From an optimization exercise on the open Yosys and OpenROAD flow, aimed at small area and a short achievable clock period; shortcuts taken in it are not production practice. In this exercise RTL edits were held to simulation tests only and were not proved equivalent to the original. Power and IR drop assume default switching activity.

== run 1 ==
==> flow/design.v <==
`timescale 1ns/1ns
module idExStage (
    input  logic        clk,
    input  logic        reset,
    input  logic        inValid,
    output logic        inReady,
    input  logic [31:0] pc,
    input  logic [31:0] inst,
    input  logic [31:0] rs1Data,
    input  logic [31:0] rs2Data,
    input  logic [31:0] busReadData,
    output logic        outValid,
    input  logic        outReady,
    output logic        rdWriteEn,
    output logic [4:0]  rd,
    output logic [31:0] rdData,
    output logic        jumpEn,
    output logic [31:0] jumpAddr,
    output logic        busWriteEn,
    output logic [31:0] busAddr,
    output logic [31:0] busWriteData
);
    function automatic logic [31:0] carries(input logic [31:0] p, input logic [31:0] g,
                                            input logic cin);
        logic [31:0] gg, pp;
        gg = g;
        pp = p;
        gg[0] = g[0] | (p[0] & cin);
        for (int l = 0; l < 5; l++) begin
            for (int i = 0; i < 32; i++) begin
                if ((i >> l) & 1) begin
                    gg[i] = gg[i] | (pp[i] & gg[((i >> l) << l) - 1]);
                    pp[i] = pp[i] & pp[((i >> l) << l) - 1];
                end
            end
        end
        carries = gg;
    endfunction
    logic accept;
    assign inReady = ~outValid | outReady;
    assign accept  = inValid & inReady;
    logic [6:0] op;
    logic [2:0] f3;
    logic [6:0] f7;
    assign op = inst[6:0];
    assign f3 = inst[14:12];
    assign f7 = inst[31:25];
    logic opLui, opAuipc, opJal, opJalr, opBr, opLoad, opStore, opImm, opOp;
    assign opLui   = (op == 7'b0110111);
    assign opAuipc = (op == 7'b0010111);
    assign opJal   = (op == 7'b1101111);
    assign opJalr  = (op == 7'b1100111);
    assign opBr    = (op == 7'b1100011);
    assign opLoad  = (op == 7'b0000011);
    assign opStore = (op == 7'b0100011);
    assign opImm   = (op == 7'b0010011);
    assign opOp    = (op == 7'b0110011);
    logic f7z, f7s;
    assign f7z = (f7 == 7'h00);
    assign f7s = (f7 == 7'h20);
    logic isJalr, isBr, isLoad, isStore, immLegal, opLegal, isAlu, nextWen;
    assign isJalr   = opJalr & (f3 == 3'b000);
    assign isBr     = opBr & (f3[2:1] != 2'b01);
    assign isLoad   = opLoad & ~(f3[1] & (f3[2] | f3[0])) & ~(f3[2] & f3[1]);
    assign isStore  = opStore & ~f3[2] & ~(f3[1] & f3[0]);
    assign immLegal = (f3 == 3'b001) ? f7z : ((f3 == 3'b101) ? (f7z | f7s) : 1'b1);
    assign opLegal  = f7z | (f7s & (f3 == 3'b000 || f3 == 3'b101));
    assign isAlu    = (opImm & immLegal) | (opOp & opLegal);
    assign nextWen  = opLui | opAuipc | opJal | isJalr | isLoad | isAlu;
    logic [31:0] immI, immS, immB, immU, immJ, imm;
    assign immI = {{20{inst[31]}}, inst[31:20]};
    assign immS = {{20{inst[31]}}, inst[31:25], inst[11:7]};
    assign immB = {{20{inst[31]}}, inst[7], inst[30:25], inst[11:8], 1'b0};
    assign immU = {inst[31:12], 12'b0};
    assign immJ = {{12{inst[31]}}, inst[19:12], inst[20], inst[30:21], 1'b0};
    always_comb begin
        if (inst[2])      imm = inst[6] ? (inst[3] ? immJ : immI) : immU;  
        else if (inst[6]) imm = immB;                                      
        else if (inst[5]) imm = immS;                                      
        else              imm = immI;                                      
    end
    logic        usePc, useRs2, sub;
    logic [31:0] aOp, bOp, p, g, co, sum;
    assign usePc  = inst[6] ? (inst[3] | ~inst[2]) : inst[2];   
    assign useRs2 = inst[5] & inst[4];                          
    assign sub    = inst[5] & inst[4] & inst[30];               
    assign aOp    = usePc ? pc : rs1Data;
    assign bOp    = useRs2 ? (rs2Data ^ {32{sub}}) : imm;
    assign p      = aOp ^ bOp;
    assign g      = aOp & bOp;
    assign co     = carries(p, g, sub);
    assign sum    = p ^ {co[30:0], sub};
    logic [31:0] cmpB, cp, cg, cc;
    logic        ltu, lt, eq, cond;
    assign cmpB = inst[5] ? rs2Data : immI;
    assign cp   = ~(rs1Data ^ cmpB);
    assign cg   = rs1Data & ~cmpB;
    assign cc   = carries(cp, cg, 1'b1);
    assign ltu  = ~cc[31];
    assign lt   = ltu ^ rs1Data[31] ^ cmpB[31];
    assign eq   = &cp;                  
    assign cond = (f3[2] ? (f3[1] ? ltu : lt) : eq) ^ f3[0];
    logic [31:0] pc4;
    logic [31:0] pcAll;
    assign pcAll = carries({pc[31:2], 2'b11}, 32'd0, 1'b1);
    assign pc4 = {pc[31:3] ^ pcAll[30:2], ~pc[2], pc[1:0]};
    logic        left, fill;
    logic [4:0]  shamt;
    logic [31:0] shIn, shOut, shRev;
    assign left  = ~f3[2];
    assign shamt = inst[5] ? rs2Data[4:0] : inst[24:20];
    assign fill  = inst[30] & rs1Data[31] & ~left;
    always_comb begin
        for (int i = 0; i < 32; i++) shIn[i] = left ? rs1Data[31-i] : rs1Data[i];
    end
    assign shOut = 32'($signed({fill, shIn}) >>> shamt);
    always_comb begin
        for (int i = 0; i < 32; i++) shRev[i] = shOut[31-i];
    end
    logic [1:0]  lane;
    logic [7:0]  ldByte;
    logic [15:0] ldHalf;
    logic        ldSign;
    logic [31:0] ldData, stData;
    logic [3:0]  stSel;
    logic [7:0]  stB1, stB2, stB3;
    assign lane = sum[1:0];
    always_comb begin
        case (lane)
            2'd0:    ldByte = busReadData[7:0];
            2'd1:    ldByte = busReadData[15:8];
            2'd2:    ldByte = busReadData[23:16];
            default: ldByte = busReadData[31:24];
        endcase
    end
    assign ldHalf = (lane == 2'd0) ? busReadData[15:0] : busReadData[31:16];
    assign ldSign = ~f3[2] & (f3[0] ? ldHalf[15] : ldByte[7]);
    assign ldData = f3[1] ? busReadData
                  : (f3[0] ? {{16{ldSign}}, ldHalf} : {{24{ldSign}}, ldByte});
    assign stSel[0] = f3[1] | (f3[0] & lane == 2'd0) | (~f3[0] & lane == 2'd0);
    assign stSel[1] = f3[1] | (f3[0] & lane == 2'd0) | (~f3[0] & lane == 2'd1);
    assign stSel[2] = f3[1] | (f3[0] & lane != 2'd0) | (~f3[0] & lane == 2'd2);
    assign stSel[3] = f3[1] | (f3[0] & lane != 2'd0) | (~f3[0] & lane == 2'd3);
    assign stB1 = (f3[1] | f3[0]) ? rs2Data[15:8] : rs2Data[7:0];
    assign stB2 = f3[1] ? rs2Data[23:16] : rs2Data[7:0];
    assign stB3 = f3[1] ? rs2Data[31:24] : (f3[0] ? rs2Data[15:8] : rs2Data[7:0]);
    assign stData = {stSel[3] ? stB3 : busReadData[31:24],
                     stSel[2] ? stB2 : busReadData[23:16],
                     stSel[1] ? stB1 : busReadData[15:8],
                     stSel[0] ? rs2Data[7:0] : busReadData[7:0]};
    logic [31:0] dNext, aNext, aluRes, dOther;
    logic        selSum;
    always_comb begin
        case (f3)
            3'b001:  aluRes = shRev;
            3'b010:  aluRes = {31'd0, lt};
            3'b011:  aluRes = {31'd0, ltu};
            3'b100:  aluRes = p;           
            3'b101:  aluRes = shOut;
            3'b110:  aluRes = p | g;       
            default: aluRes = g;           
        endcase
    end
    assign selSum = ~inst[6] & (inst[2] ? ~inst[5] : (inst[4] & (f3 == 3'b000)));  
    always_comb begin
        if (inst[6])       dOther = pc4;                            
        else if (inst[2])  dOther = immU;                           
        else if (~inst[4]) dOther = inst[5] ? stData : ldData;      
        else               dOther = aluRes;                         
    end
    assign dNext = selSum ? sum : dOther;
    assign aNext = {sum[31:1], sum[0] & ~(inst[6] & inst[2] & ~inst[3])};
    logic [4:0]  rdQ;
    logic [31:0] dQn, aQn;                                       
    logic        memVisN, jmpVisN, rdWriteEnN, busWriteEnN;      
    always_ff @(posedge clk) begin
        if (reset) begin
            outValid    <= 1'b0;
            rdWriteEn   <= 1'b0;
            jumpEn      <= 1'b0;
            busWriteEn  <= 1'b0;
            memVisN     <= 1'b1;
            jmpVisN     <= 1'b1;
            rdWriteEnN  <= 1'b1;
            busWriteEnN <= 1'b1;
            rdQ         <= '0;
        end else if (accept) begin
            outValid    <= 1'b1;
            rdWriteEn   <= nextWen;
            jumpEn      <= opJal | isJalr | (isBr & cond);
            busWriteEn  <= isStore;
            memVisN     <= ~(isLoad | isStore);
            jmpVisN     <= ~(opJal | isJalr | isBr);
            rdWriteEnN  <= ~nextWen;
            busWriteEnN <= ~isStore;
            rdQ         <= inst[11:7];
        end else if (outReady) begin
            outValid    <= 1'b0;
        end
    end
    always_ff @(posedge clk) begin
        if (accept) begin
            dQn <= ~dNext;
            aQn <= ~aNext;
        end
    end
    assign rd           = rdQ;
    assign rdData       = ~(dQn | {32{rdWriteEnN}});
    assign busWriteData = ~(dQn | {32{busWriteEnN}});
    assign busAddr      = ~(aQn | {32{memVisN}});
    assign jumpAddr     = ~(aQn | {32{jmpVisN}});
endmodule
==> flow/config.mk <==
export PLATFORM = sky130hd
export DESIGN_NAME = idExStage
export DESIGN_NICKNAME = idExStage
export VERILOG_FILES = /design/flow/design.v
export SDC_FILE = /design/flow/constraint.sdc
export NUM_CORES = 4
export LEC_CHECK = 0
export ABC_AREA = 1
export CAP_MARGIN = 20
export CORE_MARGIN = 2
export CORE_UTILIZATION = 45
export SETUP_SLACK_MARGIN = 4.0
export SLEW_MARGIN = 20
==> flow/constraint.sdc <==
create_clock -name core_clock -period 8.0 [get_ports {clk}]
set_input_delay 1.6000 -clock core_clock [delete_from_list [all_inputs] [get_ports {clk}]]
set_output_delay 1.6000 -clock core_clock [all_outputs]
set_load 0.01 [all_outputs]
standard.sh (not shown) runs the stock make flow with config.mk's settings and CLKGATE_MAP_FILE= SYNTH_SCRIPT=/design/flow/synth_recipe.tcl, a recipe that flattens the netlist after the stock synthesis.
==> flow/flow/run.sh <==
#!/bin/bash
# The standard layout (standard.sh) with these changes passed to ORFS's make:
#  - the port buffers are the smallest plain buffer (buf_1) instead of the
#    flow's default pick, a slow delay cell;
#  - no full/half-adder cell extraction before ABC, so ABC maps the adders'
#    carry logic itself (faster than chains of fa_1 cells);
set -euo pipefail
B="BUFFER_PORTS_ARGS=-buffer_cell sky130_fd_sc_hd__buf_1"
bash standard.sh "$B" "ADDER_MAP_FILE=" cts > standard_make_to_cts.log 2>&1
bash standard.sh "$B" "ADDER_MAP_FILE=" "SETUP_SLACK_MARGIN=3.7" finish > standard_make_finish.log 2>&1
### run 1 -> run 2
==> flow/flow/run.sh <==
#!/bin/bash
# The standard layout with two changes passed to ORFS's make:
#  - the port buffers are the smallest plain buffer (buf_1) instead of the
#    flow's default pick, a slow delay cell;
#  - no full/half-adder cell extraction before ABC, so ABC maps the adders'
#    carry logic itself (faster than chains of fa_1 cells).
set -euo pipefail
bash standard.sh "BUFFER_PORTS_ARGS=-buffer_cell sky130_fd_sc_hd__buf_1" "ADDER_MAP_FILE=" finish > standard_make.log 2>&1
[summary]
When the final numbers for run 2 and run 1 were put side by side, the cell area turned out to be greater in run 2.
Run 2: clock network area share lower than run 1
Looking at non-clock buffer count, run 2 sits about 14% above run 1.
Run 2 ends up with a clock network power share that is 1.1 points lower than in run 1.
[run 2] fraction of area in multi-input gates fell 0.50 points relative to run 1
Delta (run 2 minus run 1): count of inverters other than clock inverters in the layout went up 2; post-CTS clock slew at the launch and capture registers of the worst setup and hold paths did not really move; post-detailed-route wirelength per cell now larger; worst setup slack +0.11 ns.
Critical path data required time sits higher in run 2 than in run 1.

separate check: timing with driven ports:
In the flow no input, the clock included, has a driving cell. The finished layouts below were timed again as built, in two steps. Step 1, drivers: a clkbuf_16 drives clk and a buf_2 each remaining input, both assumed. Step 2 also shifts input and output timing later by t, the mid clock arrival at the registers, as if the neighbouring blocks saw the same clock. Slacks: ideal / step 1 / step 2; pairs: ideal / step 1.
| run | t, ns | slack for setup (ns) | clock arrival spread, ns |
|---|---|---|---|
| run 1 | 0.429 | 3.767 / 3.771 / 3.342 | 0.022 / 0.022 |
| run 2 | 0.427 | 3.881 / 3.814 / 3.386 | 0.021 / 0.021 |
After both steps setup and hold are still met in every run listed. For run 2, which loses most, drivers alone change the setup slack by -0.067 ns; drivers and shift together by -0.495 ns.
